What follows belongs to an exercise in optimizing a design on an open flow for small area, a short achievable clock period and few clock cycles per item; a production flow would make more cautious choices.
RTL that was checked went through simulation tests only; none was proved equivalent to the original.

v6:
## mac_array_acc
module mac_array_acc #(
  parameter int DATA_WIDTH = 8,
  parameter int ACC_WIDTH  = 32,
  parameter int LANES      = 4,
  parameter int LEN_W      = 16
) (
  input  logic                        clk,
  input  logic                        rst_n,
  input  logic                        start,
  input  logic [LEN_W-1:0]            vec_len,
  input  logic [LANES*ACC_WIDTH-1:0]  bias,
  input  logic                        sat_en,
  input  logic                        in_valid,
  output logic                        in_ready,
  input  logic [LANES*DATA_WIDTH-1:0] operand_a,
  input  logic [LANES*DATA_WIDTH-1:0] operand_b,
  output logic                        out_valid,
  input  logic                        out_ready,
  output logic [LANES*ACC_WIDTH-1:0]  out_data,
  output logic [LANES-1:0]            overflow,
  output logic                        busy
);
For scale: about 2800 cells after synthesis, ~350 I/O pins, ~20000 µm² of cells after synthesis.
==> module mac_array_acc, before the edit <==
module mac_array_acc #(
  parameter int DATA_WIDTH = 8,
  parameter int ACC_WIDTH  = 32,
  parameter int LANES      = 4,
  parameter int LEN_W      = 16
) (
  input  logic                        clk,
  input  logic                        rst_n,
  input  logic                        start,
  input  logic [LEN_W-1:0]            vec_len,
  input  logic [LANES*ACC_WIDTH-1:0]  bias,
  input  logic                        sat_en,
  input  logic                        in_valid,
  output logic                        in_ready,
  input  logic [LANES*DATA_WIDTH-1:0] operand_a,
  input  logic [LANES*DATA_WIDTH-1:0] operand_b,
  output logic                        out_valid,
  input  logic                        out_ready,
  output logic [LANES*ACC_WIDTH-1:0]  out_data,
  output logic [LANES-1:0]            overflow,
  output logic                        busy
);
  logic             r_in_ready;
  logic             r_out_valid;
  logic             r_pvld;
  logic [LEN_W-1:0] r_cnt;
  logic             r_sat;
  logic             w_beat, w_load, w_last, w_empty;
  assign busy    = r_in_ready | (r_out_valid & ~out_ready);
  assign w_load  = start & ~busy;
  assign w_beat  = in_valid & r_in_ready;
  assign w_last  = (r_cnt == LEN_W'(1));
  assign w_empty = (vec_len == '0);
  always_ff @(posedge clk or negedge rst_n) begin
    if (!rst_n) begin
      r_in_ready  <= 1'b0;
      r_out_valid <= 1'b0;
      r_pvld      <= 1'b0;
    end else begin
      r_pvld <= w_beat;
      if (w_load) begin
        r_in_ready  <= ~w_empty;
        r_out_valid <= w_empty;
      end else if (w_beat && w_last) begin
        r_in_ready  <= 1'b0;
        r_out_valid <= 1'b1;
      end else if (out_ready) begin
        r_out_valid <= 1'b0;
      end
    end
  end
  always_ff @(posedge clk) begin
    if (w_load) begin
      r_cnt <= vec_len;
      r_sat <= sat_en;
    end else if (w_beat) begin
      r_cnt <= r_cnt - 1'b1;
    end
  end
  for (genvar g = 0; g < LANES; g++) begin : g_lane
    logic [11:0]           w_be;
    logic [15:0]           w_p, r_p, p_g;
    logic [15:0]           s;
    logic                  c;
    logic [ACC_WIDTH-1:0]  r_acc;
    logic                  r_ovf;
    logic [15:0]           hi, hi_nxt, lo_nxt;
    logic [15:0]           ones_below, zeros_below, m_up, m_dn;
    logic                  up, dn, v;
    logic                  is_max, is_min, sat_max, sat_min;
    mac_booth_enc u_enc (
      .b  (operand_b[g*DATA_WIDTH +: DATA_WIDTH]),
      .be (w_be)
    );
    mac_mul u_mul (
      .a  (operand_a[g*DATA_WIDTH +: DATA_WIDTH]),
      .be (w_be),
      .p  (w_p)
    );
    always_ff @(posedge clk) begin
      r_p <= w_p;
    end
    assign p_g = r_p & {16{r_pvld}};
    mac_add16 u_add (
      .x (r_acc[15:0]),
      .y (p_g),
      .s (s),
      .c (c)
    );
    assign hi = r_acc[31:16];
    always_comb begin
      ones_below[0]  = 1'b1;
      zeros_below[0] = 1'b1;
      for (int i = 1; i < 16; i++) begin
        ones_below[i]  = ones_below[i-1] & hi[i-1];
        zeros_below[i] = zeros_below[i-1] & ~hi[i-1];
      end
    end
    assign is_max  = ones_below[15] & ~hi[15];
    assign is_min  = zeros_below[15] & hi[15];
    assign sat_max = r_sat & is_max;
    assign sat_min = r_sat & is_min;
    assign m_up    = ones_below & {16{~sat_max}};
    assign m_dn    = zeros_below & {16{~sat_min}};
    assign up  = c & ~p_g[15];
    assign dn  = ~c & p_g[15];
    assign v   = (up & is_max) | (dn & is_min);
    assign hi_nxt = hi ^ (({16{up}} & m_up) | ({16{dn}} & m_dn));
    assign lo_nxt = (s | {16{up & sat_max}}) & ~{16{dn & sat_min}};
    always_ff @(posedge clk) begin
      if (w_load) begin
        r_acc <= bias[g*ACC_WIDTH +: ACC_WIDTH];
        r_ovf <= 1'b0;
      end else begin
        r_acc <= {hi_nxt, lo_nxt};
        r_ovf <= r_ovf | v;
      end
    end
    assign out_data[g*ACC_WIDTH +: ACC_WIDTH] = {hi_nxt, lo_nxt};
    assign overflow[g] = r_ovf | v;
  end
  assign in_ready  = r_in_ready;
  assign out_valid = r_out_valid;
endmodule
==> flow/config.mk <==
export PLATFORM = sky130hd
export DESIGN_NAME = mac_array_acc
export DESIGN_NICKNAME = mac_array_acc
export VERILOG_FILES = /design/flow/design.v
export SDC_FILE = /design/flow/constraint.sdc
export NUM_CORES = 4
export LEC_CHECK = 0
export ABC_AREA = 1
export CAP_MARGIN = 20
export CORE_MARGIN = 2
export CORE_UTILIZATION = 40
export SLEW_MARGIN = 20
==> flow/constraint.sdc <==
create_clock -name core_clock -period 5.5 [get_ports {clk}]
set_input_delay 1.1000 -clock core_clock [delete_from_list [all_inputs] [get_ports {clk}]]
set_output_delay 1.1000 -clock core_clock [all_outputs]
set_load 0.01 [all_outputs]
standard.sh (not shown) runs the stock make flow with config.mk's settings and CLKGATE_MAP_FILE= SYNTH_SCRIPT=/design/flow/synth_recipe.tcl, a recipe that flattens the netlist after the stock synthesis.
==> flow/flow/run.sh <==
#!/bin/bash
# The standard layout, with the smallest plain buffer on every port in
# place of the default port buffer cell, and a clock tree without dummy
# loads and with larger sink clusters.
set -euo pipefail
bash standard.sh \
  'BUFFER_PORTS_ARGS=-buffer_cell sky130_fd_sc_hd__buf_1' \
  'CTS_ARGS=-sink_clustering_enable -repair_clock_nets -dont_use_dummy_load -sink_clustering_size 30 -sink_clustering_max_diameter 80' \
  finish > standard.log 2>&1
v6 | stages: all done | timing, DRC, antenna: all pass
Input changes introduced in v7 (baseline for comparison: v6):
--- a/flow/design.v
+++ b/flow/design.v
@@ -19,28 +19,25 @@
   output logic [LANES*ACC_WIDTH-1:0]  out_data,
   output logic [LANES-1:0]            overflow,
   output logic                        busy
 );
   logic             r_in_ready;
   logic             r_out_valid;
-  logic             r_pvld;
   logic [LEN_W-1:0] r_cnt;
   logic             r_sat;
   logic             w_beat, w_load, w_last, w_empty;
   assign busy    = r_in_ready | (r_out_valid & ~out_ready);
   assign w_load  = start & ~busy;
   assign w_beat  = in_valid & r_in_ready;
   assign w_last  = (r_cnt == LEN_W'(1));
   assign w_empty = (vec_len == '0);
   always_ff @(posedge clk or negedge rst_n) begin
     if (!rst_n) begin
       r_in_ready  <= 1'b0;
       r_out_valid <= 1'b0;
-      r_pvld      <= 1'b0;
     end else begin
-      r_pvld <= w_beat;
       if (w_load) begin
         r_in_ready  <= ~w_empty;
         r_out_valid <= w_empty;
       end else if (w_beat && w_last) begin
         r_in_ready  <= 1'b0;
         r_out_valid <= 1'b1;
@@ -75,15 +72,15 @@
     mac_mul u_mul (
       .a  (operand_a[g*DATA_WIDTH +: DATA_WIDTH]),
       .be (w_be),
       .p  (w_p)
     );
     always_ff @(posedge clk) begin
-      r_p <= w_p;
+      r_p <= w_p & {16{w_beat}};
     end
-    assign p_g = r_p & {16{r_pvld}};
+    assign p_g = r_p;
     mac_add16 u_add (
       .x (r_acc[15:0]),
       .y (p_g),
       .s (s),
       .c (c)
     );
[summary]
- v7 | stages: all done | timing, DRC, antenna: all pass
- As of v7, post-detailed-placement half-perimeter wirelength had risen by a few percent compared to v6.
- Non-clock buffer count was lower in v6 than in v7.
- In the flow results for v6 and v7, the die area is smaller on v6.
- Going from v6 to v7, the cell count after placement was found to have gone down by about 0.6%.
- Against v6 as the reference, v7 delivers a lower final non-filler cell total.
- Compared with v6, in v7 count of nets after finishing down about 0.75%, post-layout instance area up about 1.5%.
Testbench counts of v7, summed over its fixed seeds: cycles 5,520, jobs 320.
For v6, only the layout was checked, not whether the RTL still works.

[port drivers added, routing unchanged]
Ports are ideal in the flow. The routed layouts listed here were re-timed in OpenROAD.
Step 1 assumes that a clkbuf_16 drives the clock port and a buf_2 every other input.
Step 2 adds t to the input delays and takes it off the output delays; t is the mean of the earliest and latest rising clock arrival at the registers after step 1. Input paths then give back, and output paths get back, about the clock's delay inside the block.
Three values: ideal ports, drivers, drivers and shift; two values: the first two.
run | shift t [ns] | slack for setup (ns) | worst hold slack (ns) | worst setup path at the end | worst register clock-pin slew, ns
v6 | 0.537 | 0.365 / 0.317 / 0.474 | 0.472 / 0.453 / 0.521 | input to register | 0.10 / 0.10
v7 | 0.575 | 0.684 / 0.629 / 0.455 | 0.329 / 0.311 / 0.517 | input to register | 0.09 / 0.09
After both steps every run listed still meets setup and hold. For v7, which loses most, drivers alone change the setup slack by -0.055 ns; drivers and shift together by -0.229 ns.
